Source: an optimization exercise on an open RTL-to-GDS flow (aim: small area, a short achievable clock period and few clock cycles). Production flows keep margins and buffers that such runs may drop.
RTL that was checked went through simulation tests only; none was proved equivalent to the original.
Power and IR drop assume default switching activity.

==> delta: inputs <==
==> flow/design.v (excerpt) <==
module ycbcrBlockTop (
    input  logic        clk,
    input  logic        rst_n,
    input  logic        enable,
    input  logic [63:0] dataRead,
    output logic [10:0] sramRaddr,
    output logic [10:0] sramWaddr,
    output logic [63:0] dataWrite,
    output logic        wen,
    output logic        valid
);
==> flow/config.mk <==
export PLATFORM = sky130hd
export DESIGN_NAME = ycbcrBlockTop
export DESIGN_NICKNAME = ycbcrBlockTop
export VERILOG_FILES = /design/flow/design.v
export SDC_FILE = /design/flow/constraint.sdc
export NUM_CORES = 4
export LEC_CHECK = 0
export CAP_MARGIN = 20
export CORE_MARGIN = 2
export CORE_UTILIZATION = 60
export SETUP_SLACK_MARGIN = 3.0
export SLEW_MARGIN = 20
==> flow/constraint.sdc <==
create_clock -name core_clock -period 5.0 [get_ports {clk}]
set_input_delay 1.0000 -clock core_clock [delete_from_list [all_inputs] [get_ports {clk}]]
set_output_delay 1.0000 -clock core_clock [all_outputs]
set_load 0.01 [all_outputs]
standard.sh (not shown) runs the stock make flow with config.mk's settings and CLKGATE_MAP_FILE= SYNTH_SCRIPT=/design/flow/synth_recipe.tcl, a recipe that flattens the netlist after the stock synthesis.
==> flow/flow/run.sh <==
#!/bin/bash
# Standard layout, with two changes:
# - between synthesis and floorplan, fixinv.py flips full adders to remove
#   the inverter pairs that Yosys's extract_fa leaves between them (logic
#   unchanged, registers untouched);
# - the port buffers that global placement inserts are buf_2 cells.
set -euo pipefail
R=orfs/results/${FLOW_PLATFORM}/ycbcrBlockTop/base
bash standard.sh synth > synth.log 2>&1
cp $R/1_2_yosys.v $R/1_2_yosys.std.v
python3 flow/fixinv.py $R/1_2_yosys.std.v $R/1_2_yosys.v > fixinv.log 2>&1
rm -f $R/1_synth.odb $R/1_synth.sdc
bash standard.sh "BUFFER_PORTS_ARGS=-buffer_cell sky130_fd_sc_hd__buf_2" finish > layout.log 2>&1
Other scripts of this flow, unchanged in this note and not shown: flow/flow/fixinv.py
==> indigo (differences from delta) <==
--- a/flow/config.mk
+++ b/flow/config.mk
@@ -7,2 +7,3 @@
 export LEC_CHECK = 0
+export ABC_CLOCK_PERIOD_IN_PS = 1800
 export CAP_MARGIN = 20
@@ -10,3 +11,5 @@
 export CORE_UTILIZATION = 60
-export SETUP_SLACK_MARGIN = 3.0
+export CTS_CLUSTER_DIAMETER = 80
+export CTS_CLUSTER_SIZE = 20
+export SETUP_SLACK_MARGIN = 2.9
 export SLEW_MARGIN = 20
==> summary of the runs <==
- delta ran to the end with no violations. indigo produced a clean layout.
- Of delta and indigo, delta has the higher count of clock-buffer cells in the layout (gap 59).
- In delta the clock power is higher than in indigo, by about 70%.
- Between indigo and delta, the lower cell area is in indigo (gap 5.3%, measured against delta).
- Combinational power is about the same in indigo and delta.
No run of this note included a check of the RTL's function; only the layout flow was run.

==> inputs of ember <==
Another version of the RTL of ycbcrBlockTop (not shown whole).
clock: 5.0 ns
lec_check: 0
cap_margin: 20
core_margin: 2
core_utilization: 60
cts_cluster_diameter: 80
cts_cluster_size: 20
setup_slack_margin: 2.45
slew_margin: 20
Scripts as last shown in full above: flow/flow/run.sh
Other scripts of this flow, unchanged in this note and not shown: flow/flow/fixinv.py
==> inputs of zinc, as changes to ember <==
--- a/flow/config.mk
+++ b/flow/config.mk
@@ -10,5 +10,5 @@
 export CORE_UTILIZATION = 60
 export CTS_CLUSTER_DIAMETER = 80
 export CTS_CLUSTER_SIZE = 20
-export SETUP_SLACK_MARGIN = 2.45
+export SETUP_SLACK_MARGIN = 2.6
 export SLEW_MARGIN = 20
==> flow_summary.rst <==
.. list-table::
   :header-rows: 1

   * - Metric
     - Value
   * - Series of cell instances along the critical path
     - buf_4, fa_1, fa_2, fa_1, fa_2
   * - Power Sequential
     - approximately 9.8 mW
   * - Number of global-route vias before repair
     - ~18000
   * - Final wirelength
     - roughly 64000 µm
   * - Net load switching power
     - ~7.0 mW
   * - Setup WS post-layout
     - about 2.4 ns
   * - Worst R2R Start
     - op1_r[5]$_DFF_P_
   * - Fin nets
     - roughly 3100
   * - Final Power
     - just over 20 mW
   * - Status
     - timing/DRC/antenna clean
   * - Non-clock buffers
     - approximately 200
[end of results for ember]
==> flow_summary.rst <==
.. list-table::
   :header-rows: 1

   * - Metric
     - Value
   * - Series of cell instances along the critical path
     - inv_6, fa_1, fa_2, fa_2, fa_2, inv_1
   * - Worst R2R Start
     - op2_r[5]$_DFF_P_
   * - Net load switching power
     - between 6 and 7 mW
   * - Status
     - timing/DRC/antenna clean
   * - Setup WS post-layout
     - 2.39 ns
   * - Fin nets
     - 3145
   * - Power Sequential
     - 9.76 mW
[end of results for zinc]
Testbench counts of ember, summed over its fixed seeds: cycles 2,736.
Testbench counts of zinc, summed over its fixed seeds: cycles 2,736.

==> garnet <==
ycbcrBlockTop, a different RTL version from the one above (not shown whole).
clock: 5.0 ns
lec_check: 0
cap_margin: 20
core_margin: 2
core_utilization: 60
setup_slack_margin: 2.6
slew_margin: 20
Scripts as last shown in full above: flow/flow/run.sh
Other scripts of this flow, unchanged in this note and not shown: flow/flow/fixinv.py
==> fjord: changes against garnet <==
--- a/flow/design.v
+++ b/flow/design.v
@@ -208,15 +208,15 @@
         y0_s25 <= t_y0_61;
         y0_s26 <= t_y0_63;
         y0_s27 <= t_y0_65;
         y0_s28 <= t_y0_67;
         y0_s29 <= y0_g[7];
     end
+    logic [7:0] y0_h1;
     logic [15:0] y0_sum;
     assign y0_sum = {1'b0, y0_s14, y0_s13, y0_s12, y0_s11, y0_s10, y0_s9, y0_s8, y0_s7, y0_s6, y0_s5, y0_s4, y0_s3, y0_s2, y0_s1, y0_s0} + {1'b0, y0_s29, y0_s28, y0_s27, y0_s26, y0_s25, y0_s24, y0_s23, y0_s22, y0_s21, y0_s20, y0_s19, y0_s18, y0_s17, y0_s16, y0_s15};
-    logic [7:0] y0_h1;
     assign y0_h1 = y0_sum[15:8];
     logic [7:0] y0_h2;
     logic [7:0] y0_h3;
     always_ff @(posedge clk) begin
         y0_h2 <= y0_h1;
         y0_h3 <= y0_h2;
@@ -358,15 +358,15 @@
         y1_s25 <= t_y1_61;
         y1_s26 <= t_y1_63;
         y1_s27 <= t_y1_65;
         y1_s28 <= t_y1_67;
         y1_s29 <= y1_g[7];
     end
+    logic [7:0] y1_h1;
     logic [15:0] y1_sum;
     assign y1_sum = {1'b0, y1_s14, y1_s13, y1_s12, y1_s11, y1_s10, y1_s9, y1_s8, y1_s7, y1_s6, y1_s5, y1_s4, y1_s3, y1_s2, y1_s1, y1_s0} + {1'b0, y1_s29, y1_s28, y1_s27, y1_s26, y1_s25, y1_s24, y1_s23, y1_s22, y1_s21, y1_s20, y1_s19, y1_s18, y1_s17, y1_s16, y1_s15};
-    logic [7:0] y1_h1;
     assign y1_h1 = y1_sum[15:8];
     logic [7:0] y1_h2;
     logic [7:0] y1_h3;
     always_ff @(posedge clk) begin
         y1_h2 <= y1_h1;
         y1_h3 <= y1_h2;
@@ -508,15 +508,15 @@
         y2_s25 <= t_y2_61;
         y2_s26 <= t_y2_63;
         y2_s27 <= t_y2_65;
         y2_s28 <= t_y2_67;
         y2_s29 <= y2_g[7];
     end
+    logic [7:0] y2_h1;
     logic [15:0] y2_sum;
     assign y2_sum = {1'b0, y2_s14, y2_s13, y2_s12, y2_s11, y2_s10, y2_s9, y2_s8, y2_s7, y2_s6, y2_s5, y2_s4, y2_s3, y2_s2, y2_s1, y2_s0} + {1'b0, y2_s29, y2_s28, y2_s27, y2_s26, y2_s25, y2_s24, y2_s23, y2_s22, y2_s21, y2_s20, y2_s19, y2_s18, y2_s17, y2_s16, y2_s15};
-    logic [7:0] y2_h1;
     assign y2_h1 = y2_sum[15:8];
     logic [7:0] y2_h2;
     logic [7:0] y2_h3;
     always_ff @(posedge clk) begin
         y2_h2 <= y2_h1;
         y2_h3 <= y2_h2;
@@ -692,15 +692,15 @@
         cb0_s23 <= t_cb0_103;
         cb0_s24 <= t_cb0_105;
         cb0_s25 <= t_cb0_107;
         cb0_s26 <= t_cb0_109;
         cb0_s27 <= t_cb0_111;
     end
+    logic [7:0] cb0_h1;
     logic [15:0] cb0_sum;
     assign cb0_sum = {cb0_s14, cb0_s13, cb0_s12, cb0_s11, cb0_s10, cb0_s9, cb0_s8, cb0_s7, cb0_s6, cb0_s5, cb0_s4, cb0_s3, cb0_s2, cb0_s1, cb0_s0, 1'b1} + {1'b1, cb0_s27, cb0_s26, cb0_s25, cb0_s24, cb0_s23, cb0_s22, cb0_s21, cb0_s20, cb0_s19, cb0_s18, cb0_s17, cb0_s16, cb0_s15, 1'b1, 1'b0};
-    logic [7:0] cb0_h1;
     assign cb0_h1 = ~cb0_sum[15:8];
     logic [7:0] cb0_h2;
     logic [7:0] cb0_h3;
     logic [7:0] cb0_h4;
     always_ff @(posedge clk) begin
         cb0_h2 <= cb0_h1;
@@ -878,15 +878,15 @@
         cb1_s23 <= t_cb1_103;
         cb1_s24 <= t_cb1_105;
         cb1_s25 <= t_cb1_107;
         cb1_s26 <= t_cb1_109;
         cb1_s27 <= t_cb1_111;
     end
+    logic [7:0] cb1_h1;
     logic [15:0] cb1_sum;
     assign cb1_sum = {cb1_s14, cb1_s13, cb1_s12, cb1_s11, cb1_s10, cb1_s9, cb1_s8, cb1_s7, cb1_s6, cb1_s5, cb1_s4, cb1_s3, cb1_s2, cb1_s1, cb1_s0, 1'b1} + {1'b1, cb1_s27, cb1_s26, cb1_s25, cb1_s24, cb1_s23, cb1_s22, cb1_s21, cb1_s20, cb1_s19, cb1_s18, cb1_s17, cb1_s16, cb1_s15, 1'b1, 1'b0};
-    logic [7:0] cb1_h1;
     assign cb1_h1 = ~cb1_sum[15:8];
     logic [7:0] cb1_h2;
     logic [7:0] cb1_h3;
     logic [7:0] cb1_h4;
     always_ff @(posedge clk) begin
         cb1_h2 <= cb1_h1;
@@ -1064,15 +1064,15 @@
         cb2_s23 <= t_cb2_103;
         cb2_s24 <= t_cb2_105;
         cb2_s25 <= t_cb2_107;
         cb2_s26 <= t_cb2_109;
         cb2_s27 <= t_cb2_111;
     end
+    logic [7:0] cb2_h1;
     logic [15:0] cb2_sum;
     assign cb2_sum = {cb2_s14, cb2_s13, cb2_s12, cb2_s11, cb2_s10, cb2_s9, cb2_s8, cb2_s7, cb2_s6, cb2_s5, cb2_s4, cb2_s3, cb2_s2, cb2_s1, cb2_s0, 1'b1} + {1'b1, cb2_s27, cb2_s26, cb2_s25, cb2_s24, cb2_s23, cb2_s22, cb2_s21, cb2_s20, cb2_s19, cb2_s18, cb2_s17, cb2_s16, cb2_s15, 1'b1, 1'b0};
-    logic [7:0] cb2_h1;
     assign cb2_h1 = ~cb2_sum[15:8];
     logic [7:0] cb2_h2;
     logic [7:0] cb2_h3;
     logic [7:0] cb2_h4;
     always_ff @(posedge clk) begin
         cb2_h2 <= cb2_h1;
@@ -1230,15 +1230,15 @@
         cr0_s25 <= t_cr0_79;
         cr0_s26 <= t_cr0_81;
         cr0_s27 <= t_cr0_83;
         cr0_s28 <= t_cr0_85;
         cr0_s29 <= t_cr0_87;
     end
+    logic [7:0] cr0_h1;
     logic [15:0] cr0_sum;
     assign cr0_sum = {cr0_s14, cr0_s13, cr0_s12, cr0_s11, cr0_s10, cr0_s9, cr0_s8, cr0_s7, cr0_s6, cr0_s5, cr0_s4, cr0_s3, cr0_s2, cr0_s1, cr0_s0, 1'b1} + {cr0_s29, cr0_s28, cr0_s27, cr0_s26, cr0_s25, cr0_s24, cr0_s23, cr0_s22, cr0_s21, cr0_s20, cr0_s19, cr0_s18, cr0_s17, cr0_s16, cr0_s15, 1'b0};
-    logic [7:0] cr0_h1;
     assign cr0_h1 = ~cr0_sum[15:8];
     logic [7:0] cr0_h2;
     logic [7:0] cr0_h3;
     logic [7:0] cr0_h4;
     logic [7:0] cr0_h5;
     always_ff @(posedge clk) begin
@@ -1398,15 +1398,15 @@
         cr1_s25 <= t_cr1_79;
         cr1_s26 <= t_cr1_81;
         cr1_s27 <= t_cr1_83;
         cr1_s28 <= t_cr1_85;
         cr1_s29 <= t_cr1_87;
     end
+    logic [7:0] cr1_h1;
     logic [15:0] cr1_sum;
     assign cr1_sum = {cr1_s14, cr1_s13, cr1_s12, cr1_s11, cr1_s10, cr1_s9, cr1_s8, cr1_s7, cr1_s6, cr1_s5, cr1_s4, cr1_s3, cr1_s2, cr1_s1, cr1_s0, 1'b1} + {cr1_s29, cr1_s28, cr1_s27, cr1_s26, cr1_s25, cr1_s24, cr1_s23, cr1_s22, cr1_s21, cr1_s20, cr1_s19, cr1_s18, cr1_s17, cr1_s16, cr1_s15, 1'b0};
-    logic [7:0] cr1_h1;
     assign cr1_h1 = ~cr1_sum[15:8];
     logic [7:0] cr1_h2;
     logic [7:0] cr1_h3;
     logic [7:0] cr1_h4;
     logic [7:0] cr1_h5;
     always_ff @(posedge clk) begin
@@ -1566,15 +1566,15 @@
         cr2_s25 <= t_cr2_79;
         cr2_s26 <= t_cr2_81;
         cr2_s27 <= t_cr2_83;
         cr2_s28 <= t_cr2_85;
         cr2_s29 <= t_cr2_87;
     end
+    logic [7:0] cr2_h1;
     logic [15:0] cr2_sum;
     assign cr2_sum = {cr2_s14, cr2_s13, cr2_s12, cr2_s11, cr2_s10, cr2_s9, cr2_s8, cr2_s7, cr2_s6, cr2_s5, cr2_s4, cr2_s3, cr2_s2, cr2_s1, cr2_s0, 1'b1} + {cr2_s29, cr2_s28, cr2_s27, cr2_s26, cr2_s25, cr2_s24, cr2_s23, cr2_s22, cr2_s21, cr2_s20, cr2_s19, cr2_s18, cr2_s17, cr2_s16, cr2_s15, 1'b0};
-    logic [7:0] cr2_h1;
     assign cr2_h1 = ~cr2_sum[15:8];
     logic [7:0] cr2_h2;
     logic [7:0] cr2_h3;
     logic [7:0] cr2_h4;
     logic [7:0] cr2_h5;
     always_ff @(posedge clk) begin
- ABC_AREA: unset -> 1
- CTS_CLUSTER_DIAMETER: unset -> 80
- CTS_CLUSTER_SIZE: unset -> 20
==> notes.md <==
| metric | garnet | fjord |
|---|---|---|
| Met2 track utilization from global routing | 41.7% | 48.3% |
| GR met3 Demand/Resource | 4.36% | 3.45% |
| Buffers outside the clock class | 210 | 221 |
| Commonest non-fill, non-tap cell in the layout | sky130_fd_sc_hd__dfxtp_1 | sky130_fd_sc_hd__nand2_1 |
| Routed length on met1 | 28900 um | 34200 um |
| Clock buffers created by TritonCTS | 80 | 50 |
| Half-perimeter wire length after placement | 47500 um | 61000 um |
| H-tree levels | 3 | 2 |
| Post-layout net count | 3200 | 4154 |
| Placed Instance Area | 32400 um^2 | 35400 um^2 |
| Run status | timing/DRC/antenna clean | timing/DRC/antenna clean |
| Worst reg-to-reg path cell count | 5 | 6 |
| Transition time of the tightest slew-check pin | 0.842 ns | 1.09 ns |
| Comb power | 7420 uW | 9580 uW |
| Fraction of area in multi-input gates | 36.4% | 41.5% |
Testbench counts of garnet, summed over its fixed seeds: cycles 2,736.
Testbench counts of fjord, summed over its fixed seeds: cycles 2,736.

-- port drivers added, routing unchanged --
In the flow no input, the clock included, has a driving cell. The finished layouts below were timed again as built, in two steps. Step 1: set_driving_cell puts a clkbuf_16 on clk and a buf_2 on each other input, an assumption about the parent block. Step 2 moves the port delays by t, midway between the first and last clock arrival at a register: inputs arrive t later, outputs are due t later. That takes back most of the time a late clock gives input paths. Three values: ideal, step 1, step 2; two values: the first two.
run	shift t [ns]	slack for setup (ns)	worst setup path at the end
delta	0.671	2.471 / 2.471 / 2.471	register to register
indigo	0.653	2.378 / 2.378 / 2.378	register to register
ember	0.667	2.406 / 2.406 / 2.406	register to register
zinc	0.661	2.393 / 2.393 / 2.393	register to register
garnet	0.678	2.396 / 2.396 / 2.396	register to register
fjord	0.669	2.424 / 2.424 / 2.424	register to register
After both steps every run listed still meets setup and hold.
